Source: an optimization exercise on an open RTL-to-GDS flow (aim: small area and a short achievable clock period). Production flows keep margins and buffers that such runs may drop. Only simulation tests tie the RTL to the original design; equivalence was not proved.

[design.v]
package fir_pkg;
        typedef logic [64-1:0] bus_word_t;
        typedef logic signed [32-1:0] sample_t;
        typedef logic signed [16-1:0] coeff_t;
        typedef logic signed [64-1:0] acc_t;
        localparam logic [15*16-1:0] FIR_COEFFS = {
                16'(-16'sd12),
                16'(16'sd0),
                16'(16'sd31),
                16'(16'sd0),
                16'(-16'sd78),
                16'(16'sd0),
                16'(16'sd307),
                16'(16'sd512),
                16'(16'sd307),
                16'(16'sd0),
                16'(-16'sd78),
                16'(16'sd0),
                16'(16'sd31),
                16'(16'sd0),
                16'(-16'sd12)
        };
        function automatic logic signed [16-1:0] fir_coeff(input int k);
                fir_coeff = $signed(FIR_COEFFS[k*16 +: 16]);
        endfunction
endpackage
`timescale 1ns/1ps
module fir_tap_chain (
        input  logic             s00_axis_aclk,
        input  logic             rst_n,
        input  logic             accept,
        input  fir_pkg::sample_t sample,
        input  logic             sample_last,
        output fir_pkg::acc_t    result,
        output logic             result_last
);
        localparam int NUM_REGS = 15 - 1;
        fir_pkg::acc_t sample_ext;
        fir_pkg::acc_t prod [15];
        fir_pkg::acc_t chain [NUM_REGS];
        assign sample_ext = 64'(sample);
        always_comb begin
                for (int k = 0; k < 15; k++) begin
                        prod[k] = sample_ext * 64'(fir_pkg::fir_coeff(k));
                end
        end
        always_ff @(posedge s00_axis_aclk or negedge rst_n) begin
                if (!rst_n) begin
                        for (int i = 0; i < NUM_REGS; i++) begin
                                chain[i] <= '0;
                        end
                end else if (accept) begin
                        for (int i = 0; i < NUM_REGS; i++) begin
                                if (i == NUM_REGS - 1) begin
                                        chain[i] <= prod[i + 1];
                                end else begin
                                        chain[i] <= prod[i + 1] + chain[i + 1];
                                end
                        end
                end
        end
        assign result = prod[0] + chain[0];
        assign result_last = sample_last;
endmodule
`timescale 1ns/1ps
module fir_out_stage (
        input  logic               s00_axis_aclk,
        input  logic               rst_n,
        input  logic               in_valid,
        input  fir_pkg::acc_t      result,
        input  logic               result_last,
        input  logic               m00_axis_tready,
        output logic               in_ready,
        output logic               accept,
        output logic               m00_axis_tvalid,
        output fir_pkg::bus_word_t m00_axis_tdata,
        output logic               m00_axis_tlast
);
        logic deliver;
        assign in_ready = !m00_axis_tvalid || m00_axis_tready;
        assign accept   = in_valid && in_ready;
        assign deliver  = m00_axis_tvalid && m00_axis_tready;
        always_ff @(posedge s00_axis_aclk or negedge rst_n) begin
                if (!rst_n) begin
                        m00_axis_tvalid <= 1'b0;
                end else if (accept) begin
                        m00_axis_tvalid <= 1'b1;
                end else if (deliver) begin
                        m00_axis_tvalid <= 1'b0;
                end
        end
        always_ff @(posedge s00_axis_aclk) begin
                if (accept) begin
                        m00_axis_tdata <= 64'(result);
                        m00_axis_tlast <= result_last;
                end
        end
endmodule
`timescale 1ns/1ps
module axis_fir_lowpass (
        input  logic               s00_axis_aclk,
        input  logic               rst_n,
        input  logic               s00_axis_tvalid,
        input  fir_pkg::bus_word_t s00_axis_tdata,
        input  logic               s00_axis_tlast,
        output logic               s00_axis_tready,
        input  logic               m00_axis_tready,
        output logic               m00_axis_tvalid,
        output fir_pkg::bus_word_t m00_axis_tdata,
        output logic               m00_axis_tlast
);
        fir_pkg::sample_t sample;
        fir_pkg::acc_t    result;
        logic    result_last;
        logic    accept;
        assign sample = s00_axis_tdata[63 -: 32];
        fir_tap_chain i_fir_tap_chain (
                .s00_axis_aclk (s00_axis_aclk),
                .rst_n         (rst_n),
                .accept        (accept),
                .sample        (sample),
                .sample_last   (s00_axis_tlast),
                .result        (result),
                .result_last   (result_last)
        );
        fir_out_stage i_fir_out_stage (
                .s00_axis_aclk   (s00_axis_aclk),
                .rst_n           (rst_n),
                .in_valid        (s00_axis_tvalid),
                .result          (result),
                .result_last     (result_last),
                .m00_axis_tready (m00_axis_tready),
                .in_ready        (s00_axis_tready),
                .accept          (accept),
                .m00_axis_tvalid (m00_axis_tvalid),
                .m00_axis_tdata  (m00_axis_tdata),
                .m00_axis_tlast  (m00_axis_tlast)
        );
endmodule
[run.sh]
#!/bin/bash
# synth_recipe.tcl (not shown) runs the flow's synth.tcl, then flattens the netlist and writes it again
# the make line also repeats each setting of config.mk as NAME=value (left out here)
make -C /OpenROAD-flow-scripts/flow DESIGN_CONFIG=/design/flow/config.mk WORK_HOME=/design/flow/orfs CLKGATE_MAP_FILE= SYNTH_SCRIPT=/design/flow/synth_recipe.tcl finish
[config.mk]
export PLATFORM = sky130hd
export DESIGN_NAME = axis_fir_lowpass
export DESIGN_NICKNAME = axis_fir_lowpass
export VERILOG_FILES = /design/flow/design.v
export SDC_FILE = /design/flow/constraint.sdc
export NUM_CORES = 4
export LEC_CHECK = 0
export CAP_MARGIN = 20
export CORE_MARGIN = 2
export CORE_UTILIZATION = 40
export SLEW_MARGIN = 20
[constraint.sdc]
create_clock -name core_clock -period 10.5 [get_ports {s00_axis_aclk}]
set_input_delay 2.1000 -clock core_clock [delete_from_list [all_inputs] [get_ports {s00_axis_aclk}]]
set_output_delay 2.1000 -clock core_clock [all_outputs]
set_load 0.01 [all_outputs]
==> impl_metrics.csv, run 1 <==
group,metric,value,unit
outcome,outcome,"complete, no violations",
critical_path,cp_max_fo,5,
die,core,183000,µm²
finish,layout_common_cells,"nand2_1 (1950), dfrtp_1 (837), ha_1 (818)",
place,dp_hpwl,169000,µm
cts,cts_buffer_depth,3,
hold_path,holdPathStages,0,
cts,post_cts_resize_count,0,
detailed_routing,met1Wirelength,109000,µm
finish,area_growth_syn_to_layout,14.3,%
detailed_routing,via_count,61469,
detailed_routing,avgRoutedWirePerCell,18.6,µm
timing,post-route-period-util,93.9,%
synth,ys_warn_count,4,
cts,clk_pin_slew_worst_paths,0.06,ns
die,start_util,40.1,%
critical_path,critPathBufInv,6,
synth,yosys.area_share.simple,16.8,%
timing,slew_headroom,33.1,%
die,dieArea,187000,µm²
timing,skew,0.0363,ns
cts,clk_latency,0.74,ns
timing,maxSlewViolCount,0,
cts,postCtsSetupBuffers,0,
cts,cts_tree,"done",
synth,synth_edf_count,65,
synth,seq_area_frac_synth,31.2,%
cts,htreeDepth,3,
synth,syn_inst,8593,
timing,fmax,101,MHz
die,die_height,432,µm
grt,grt_pass1_wl,337000,µm
detailed_routing,routed_wl,214000,µm
timing,hold_viol_final,0,
synth,muxShareOfSynthArea,0.193,%
timing,rsz0062_at_grt,"no",
finish,fin_nets,10162,
place,dp.cells,11305,
detailed_routing,dr_wl_met3,10700,µm
cts,cts_sinks,902,
critical_path,rrSetupSlack,6.21,ns
grt,grt_pass1_vias,60488,
critical_path,crit_path_end_kind,"flip-flop",
timing,worst_pin_slew,1.00,ns
cts,ctsHoldBuffers,0,
synth,synthXorXnorAreaFrac,6.80,%
cts,cts-root-buf,"clkbuf_16",
place,place.gp.congestion,0.973,
timing,fin_crit,9.86,ns
synth,synth_compound_area_share,19.7,%
synth,syn_nets,9731,
synth,synth_cell_type_count,104,
die,std_cell_rows,157,
detailed_routing,highest_layer,"met5",
detailed_routing,drt_iter0_markers,4884,
detailed_routing,ant_nets,0,
critical_path,worst_ep_arrival_time,10.46,ns
finish,finalNonFillerCells,11501,
critical_path,critical_path_depth,33,
grt,grt_max_degree,219,
detailed_routing,drcViolationCount,0,
synth,syn_area,73300,µm²
critical_path,cpLargestDelayFamily,"adder cells",
finish,drive_above_1_share,9.10,%
critical_path,cpMaxStageDelayCell,"clkdlybuf4s50_1",
flow_run,max_cap_viol_count,0,
synth,async_reset_ff_share,92.8,%
detailed_routing,avgViaCountPerCell,5.34,
grt,grt_antenna_before_repair,10,
timing,tns,0,ns
critical_path,crit_required,11.09,ns
finish,final_common_cell,"nand2_1",
synth,synth_top_family_by_area,"adder cells",
die,io_pins,136,
timing,setup_viol,0,
timing,holdWs,0.449,ns
detailed_routing,first_pass_iters,7,
place,place_area,80400,µm²
synth,synth_adder_area_share,20.8,%
critical_path,crit_path_max_incr_delay,0.70,ns
critical_path,critical_path_class,"primary input to flip-flop",
detailed_routing,met2_length,88500,µm
finish,fin_area,83800,µm²
place,portBuffers,103,
finish,fill_cells,17917,
synth,syn_area_per_cell,8.53,µm²
grt,grt-ovfl-total,0,
hold_path,hp-class,"flip-flop to flip-flop",
synth,synth_seq_cells,902,
synth,synth_ff_type,"dfrtp_1",
critical_path,ff2ff_path_depth,15,
grt,grt_usage,22.8,%
critical_path,worst_path_most_repeated_cell,"ha_1",
critical_path,worstSetupStartpointType,"primary input",
finish,post-route-util,45.9,%
cts,cts_buffers,102,
die,dieWidth,432,µm
[per-stage QoR]
stage | worst slack, ns
after floorplan | 0.525
after global placement | -0.0122
after detailed placement | 0.0298
after CTS | 0.788
after global routing | 0.159
final | 0.637
[final timing paths]
check	end	from
worst max-delay path	i_fir_tap_chain.chain[5][55]$_DFFE_PN0P_	s00_axis_tdata[38]
worst min register to register	i_fir_out_stage.m00_axis_tdata[1]$_DFFE_PP_	i_fir_tap_chain.chain[0][1]$_DFFE_PN0P_
worst min-delay path	i_fir_out_stage.m00_axis_tdata[1]$_DFFE_PP_	i_fir_tap_chain.chain[0][1]$_DFFE_PN0P_
min in group asynchronous	i_fir_tap_chain.chain[8][3]$_DFFE_PN0P_	rst_n
worst max register to register	i_fir_out_stage.m00_axis_tdata[58]$_DFFE_PP_	i_fir_tap_chain.chain[0][2]$_DFFE_PN0P_
max in group asynchronous	i_fir_tap_chain.chain[0][55]$_DFFE_PN0P_	rst_n
[worst reg2reg max path, stage by stage (launching register included)]
cell and delay [ns]:
dfrtp_1 0.34, ha_1 0.19, inv_1 0.06, fa_1 0.40, nand2b_1 0.18, a21oi_1 0.21, o21ai_1 0.19, o211ai_1 0.48
and3_1 0.34, nor2_1 0.14, o21ba_2 0.29, o31ai_1 0.48, a21o_1 0.31, a21boi_1 0.16, o21ai_1 0.17, xor2_1 0.10
[synth_stat cells (all sizes together), types with 20 or more instances]
master / number / share of area, %
a211oi: 49 / 0.52
a21o: 427 / 4.4
a21oi: 604 / 4.2
a221oi: 22 / 0.34
a31oi: 70 / 0.69
and2: 28 / 0.24
and3: 55 / 0.47
buf: 29 / 0.18
clkbuf: 309 / 1.6
dfrtp: 837 / 29
edfxtp: 65 / 2.7
fa: 251 / 6.9
ha: 818 / 14
inv: 541 / 2.8
nand2: 1951 / 10
nand2b: 73 / 0.62
nand3: 119 / 0.82
nand4: 134 / 1.1
nor2: 309 / 1.6
nor2b: 57 / 0.50
nor3: 64 / 0.44
o211ai: 34 / 0.36
o21a: 50 / 0.51
o21ai: 674 / 4.6
o21bai: 113 / 1.2
o31ai: 55 / 0.63
or3: 20 / 0.17
xnor2: 344 / 4.1
xor2: 216 / 2.6
[cell type report]
type	instances	area (µm²)	area share, %
Antenna cell	8	20.0	0.0239
Clock buffer	142	2910	3.48
Clock inverter	46	433	0.517
Inverter	542	2040	2.44
Multi-Input combinational cell	6811	47100	56.3
Sequential cell	902	22900	27.3
Tap cell	2385	2980	3.56
Timing Repair Buffer	665	5350	6.39
[registers in the layout, summed over array words and instances (netlist names)]
register	cells
i_fir_out_stage.m00_axis_tdata	64
i_fir_out_stage.m00_axis_tlast	1
i_fir_out_stage.m00_axis_tvalid	1
i_fir_tap_chain.chain	836
[kinds of logic after synthesis]
family,after synthesis
xor+xnor,563
simple gates,2886
buf+inv,880
flops,902
fa+ha+maj,1069
compound gates,2280
mux,13
[per-layer routing]
layer,track usage (%),vias to the layer above
li1,-,30507
met1,34.9,29340
met2,33.4,1340
met3,2.81,278
met4,6.34,4
met5,0,-
==> run 2, diff against run 1 <==
--- a/design.v
+++ b/design.v
@@ -5,2 +5,3 @@
         typedef logic signed [64-1:0] acc_t;
+        typedef logic signed [43-1:0] res_t;
         localparam logic [15*16-1:0] FIR_COEFFS = {
@@ -33,31 +34,21 @@
         input  logic             sample_last,
-        output fir_pkg::acc_t    result,
+        output fir_pkg::res_t    result,
         output logic             result_last
 );
-        localparam int NUM_REGS = 15 - 1;
-        fir_pkg::acc_t sample_ext;
-        fir_pkg::acc_t prod [15];
-        fir_pkg::acc_t chain [NUM_REGS];
-        assign sample_ext = 64'(sample);
-        always_comb begin
-                for (int k = 0; k < 15; k++) begin
-                        prod[k] = sample_ext * 64'(fir_pkg::fir_coeff(k));
+        fir_pkg::sample_t h [1:14];
+        always_ff @(posedge s00_axis_aclk or negedge rst_n) begin
+                if (!rst_n) begin
+                        for (int k = 1; k <= 14; k++) h[k] <= '0;
+                end else if (accept) begin
+                        h[1] <= sample;
+                        for (int k = 2; k <= 14; k++) h[k] <= h[k - 1];
                 end
         end
-        always_ff @(posedge s00_axis_aclk or negedge rst_n) begin
-                if (!rst_n) begin
-                        for (int i = 0; i < NUM_REGS; i++) begin
-                                chain[i] <= '0;
-                        end
-                end else if (accept) begin
-                        for (int i = 0; i < NUM_REGS; i++) begin
-                                if (i == NUM_REGS - 1) begin
-                                        chain[i] <= prod[i + 1];
-                                end else begin
-                                        chain[i] <= prod[i + 1] + chain[i + 1];
-                                end
-                        end
-                end
-        end
-        assign result = prod[0] + chain[0];
+        fir_pkg::res_t part;
+        assign part = 43'(31)   * (43'(h[2])  + 43'(h[12]))
+                    - 43'(78)   * (43'(h[4])  + 43'(h[10]))
+                    + 43'(307)  * (43'(h[6])  + 43'(h[8]))
+                    + 43'(512)  *  43'(h[7])
+                    - 43'(12)   *  43'(h[14]);
+        assign result = part - 43'(12) * 43'(sample);
         assign result_last = sample_last;
@@ -69,3 +60,3 @@
         input  logic               in_valid,
-        input  fir_pkg::acc_t      result,
+        input  fir_pkg::res_t      result,
         input  logic               result_last,
@@ -91,5 +82,6 @@
         end
+        fir_pkg::res_t word;
         always_ff @(posedge s00_axis_aclk) begin
                 if (accept) begin
-                        m00_axis_tdata <= 64'(result);
+                        word           <= result;
                         m00_axis_tlast <= result_last;
@@ -97,2 +89,3 @@
         end
+        assign m00_axis_tdata = 64'(word);
 endmodule
@@ -112,3 +105,3 @@
         fir_pkg::sample_t sample;
-        fir_pkg::acc_t    result;
+        fir_pkg::res_t    result;
         logic    result_last;
==> run 2 against run 1 <==
Effect of this change: the layout now fails its checks (negative setup slack); synthesized cell count is 43% lower; routed wire length is 44% lower; critical path depth is 18 higher; core utilization is 3.7 points higher; global-route usage is 1.6 points lower; synthesized area is 38% lower; register-to-register slack worse by 7.8 ns; critical endpoint is now i_fir_out_stage.word[42]$_DFFE_PP_.
==> impl_metrics.csv, run 2 <==
group,metric,value,unit
outcome,outcome,"finished with violations",
outcome,check.faults,"negative setup slack",
place,dp_hpwl,94800,µm
timing,finalWorstSetupSlack,-1.63,ns
place,dp.cells,6946,
hold_path,holdPathEnd,"i_fir_tap_chain.h[10][14]$_DFFE_PN0P_",
timing,hold_viol_final,0,
synth,synth_top_area_share,24.9,%
synth,synth_seq_cells,493,
cts,cts_buffer_depth,3,
detailed_routing,routed_wl,119000,µm
critical_path,worst_ep_arrival_time,12.52,ns
flow_run,max_cap_viol_count,0,
grt,grt_pass1_wl,193000,µm
finish,drive_above_1_share,17.2,%
synth,ys_warn_count,3,
synth,synth_ff_type,"dfrtp_1",
hold_path,holdPathStages,2,
place,post-place-ws,-1.79,ns
critical_path,timing.rr.end,"i_fir_out_stage.word[42]$_DFFE_PP_",
cts,clk_latency,0.67,ns
synth,synth_area_leaders,"dfrtp_1 (25%), fa_1 (22%), ha_1 (14%)",
die,start_util,40.2,%
die,die_height,340,µm
critical_path,crit_required,10.89,ns
synth,syn_area_per_cell,9.23,µm²
detailed_routing,avgRoutedWirePerCell,16.7,µm
die,std_cell_rows,123,
synth,syn_area,45200,µm²
detailed_routing,drt_iter0_markers,1989,
die,dieArea,116000,µm²
finish,antennaDiodeCount,0,
synth,seq_area_frac_synth,27.8,%
synth,synthTopCellsByCount,"nand2_1 (1338), inv_1 (748), ha_1 (522)",
hold_path,hp-class,"flip-flop to flip-flop",
critical_path,reg2reg_from,"i_fir_tap_chain.h[10][0]$_DFFE_PN0P_",
finish,reg.largest.list,"i_fir_tap_chain.h (448), i_fir_out_stage.word (43)",
timing,worst_pin_slew,1.10,ns
finish,area_growth_syn_to_layout,23.0,%
grt,grt_pass1_vias,36409,
finish,fill_cells,10617,
critical_path,crit_path_end_kind,"flip-flop",
die,core,112000,µm²
grt,grt-ovfl-total,0,
timing,setup_viol,25,
finish,finalNonFillerCells,7091,
finish,fin_nets,6622,
detailed_routing,first_pass_iters,7,
grt,grt_usage,21.2,%
synth,synth_cell_type_count,78,
detailed_routing,ant_nets,0,
finish,largest_register_ffs,448,
critical_path,cp_max_fo,4,
cts,clk_pin_slew_worst_paths,0.06,ns
die,io_pins,136,
cts,cts-root-buf,"clkbuf_16",
cts,cts_tree,"done",
timing,post-route-period-util,115,%
place,place.gp.congestion,0.898,
synth,yosys.cell_count.top_type,"nand2_1",
critical_path,worst_path_most_repeated_cell,"fa_1",
detailed_routing,drcViolationCount,0,
synth,synth_edf_count,44,
detailed_routing,via_count,34466,
grt,grt_max_degree,210,
synth,syn_nets,5979,
cts,htreeDepth,2,
cts,cts_sinks,493,
finish,layout_common_cells,"nand2_1 (1331), inv_1 (725), buf_4 (594)",
synth,async_reset_ff_share,91.1,%
detailed_routing,avgViaCountPerCell,4.86,
timing,fmax,82.5,MHz
grt,grt_antenna_before_repair,0,
critical_path,worstSetupStartpointType,"flip-flop",
finish,final_common_cell,"nand2_1",
hold_path,min_from,"i_fir_tap_chain.h[9][14]$_DFFE_PN0P_",
synth,syn_inst,4901,
synth,synth_top_area_cell,"dfrtp_1",
timing,slew_headroom,26.9,%
finish,regMostFlops,"i_fir_tap_chain.h",
critical_path,crit_path_max_incr_delay,0.56,ns
critical_path,ff2ff_path_depth,51,
critical_path,critical_path_class,"flip-flop to flip-flop",
cts,cts_buffers,56,
place,portBuffers,103,
die,dieWidth,340,µm
critical_path,rrSetupSlack,-1.63,ns
timing,skew,0.0330,ns
timing,maxSlewViolCount,0,
critical_path,cpMaxStageDelayCell,"fa_1",
timing,rsz0062_at_grt,"yes",
timing,fin_crit,12.13,ns
run 2: cell types whose count changed in the layout (fill, tap and decap cells not counted), sizes merged, moves of 189 or more:
cell / delta
nand2: -613
o21ai: -545
a21oi: -422
dfrtp: -388
a21o: -303
ha: -296
fa: +236
nor2: -222
inv: +204
xnor2: -189
run 2: repair_timing:
item | 4_1_cts | 5_1_grt
pin swaps | 107 | 50
buffers inserted | 34 | 11
hold buffers | 0 | 0
gates resized for setup | 142 | 45
hold endpoints to repair | 0 | 0
setup endpoints to repair | 29 | 28
run 2: final cells by class:
cell class / count / area [µm²] / share of cell area, %
Clock buffer: 77 / 1620 / 2.92
Clock inverter: 28 / 302 / 0.542
Inverter: 750 / 2830 / 5.08
Multi-Input combinational cell: 3529 / 30700 / 55.3
Sequential cell: 493 / 12600 / 22.6
Tap cell: 1500 / 1880 / 3.37
Timing Repair Buffer: 714 / 5700 / 10.3
run 2: layer usage:
layer  track usage (%)  vias to the layer above  part of all wire (%)
li1                  -                    16839                     -
met1              25.5                    16981                    41
met2              39.0                      465                    52
met3              1.93                      181                   2.7
met4              7.98                        0                   4.1
met5                 0                        -                     0
run 2: per-stage QoR:
step                cell area [µm²]  utilization [%]  setup TNS (ns)  hold slack [ns]
global placement              52500             46.8          -23.17            0.444
detailed placement            52500             46.8          -25.23            0.451
floorplan                     45900                -           -1.71            0.439
CTS                           55300             49.3          -17.28            0.454
finish                        55600             49.5          -19.59            0.457
global route                  55600             49.5          -31.23            0.466
run 2: worst max-delay path: cells and delay by family, from the launching register on:
kind | cells | cell delay, ns
buf+inv | 7 | 0.54
compound gates | 19 | 3.45
flops | 1 | 0.36
fa+ha+maj | 15 | 5.95
xor+xnor | 5 | 1.00
simple gates | 5 | 0.58
run 2: worst max path at each step:
stage                                         start  slack [ns]  depth (start not counted)                            endpoint
2_1_floorplan  i_fir_tap_chain.h[10][0]$_DFFE_PN0P_       -0.72                         49  i_fir_out_stage.word[42]$_DFFE_PP_
3_3_place_gp   i_fir_tap_chain.h[10][0]$_DFFE_PN0P_       -1.77                         50  i_fir_out_stage.word[42]$_DFFE_PP_
3_5_place_dp   i_fir_tap_chain.h[10][0]$_DFFE_PN0P_       -1.79                         52  i_fir_out_stage.word[42]$_DFFE_PP_
4_1_cts        i_fir_tap_chain.h[4][14]$_DFFE_PN0P_       -1.69                         50  i_fir_out_stage.word[42]$_DFFE_PP_
5_1_grt        i_fir_tap_chain.h[10][0]$_DFFE_PN0P_       -2.19                         55  i_fir_out_stage.word[42]$_DFFE_PP_
6_report       i_fir_tap_chain.h[10][0]$_DFFE_PN0P_       -1.63                         51  i_fir_out_stage.word[42]$_DFFE_PP_
run 2: kinds of logic after synthesis:
kind of cell / Yosys count / share of synthesized area [%]
muxes: 3 / 0.0664
and+or+nand+nor: 1616 / 14.4
adders and majority gates: 1009 / 36.0
buffers and inverters: 879 / 7.47
DFF: 493 / 27.8
xor gates and xnor gates: 242 / 4.77
AOI/OAI and AO/OA: 659 / 9.53

[separate check: timing with driven ports]
The flow's constraints put no driver on any port. The routed layouts listed below were extracted and timed again, unchanged, in two steps.
Step 1, drivers: a clkbuf_16 drives s00_axis_aclk and a buf_2 each remaining input, both assumed.
Step 2 times the ports against the registers' clock, not the clock port: input delays grow and output delays shrink by t, the midpoint of the rising clock arrivals with the driver on.
a / b / c = no drivers / after step 1 / after step 2; a / b = the first two.
| run | shift t [ns] | slack for setup (ns) | worst slew at a driven data input, ns | cell pins on the clock port's net |
|---|---|---|---|---|
| run 1 | 0.816 | 0.637 / 0.694 / -0.121 | 0.17 | 1 |
| run 2 | 0.726 | -1.627 / -1.627 / -1.627 | 0.05 | 1 |
With both steps, setup timing fails in run 1, where it was met with ideal ports. For run 1, which loses most, drivers alone change the setup slack by +0.057 ns; drivers and shift together by -0.758 ns.
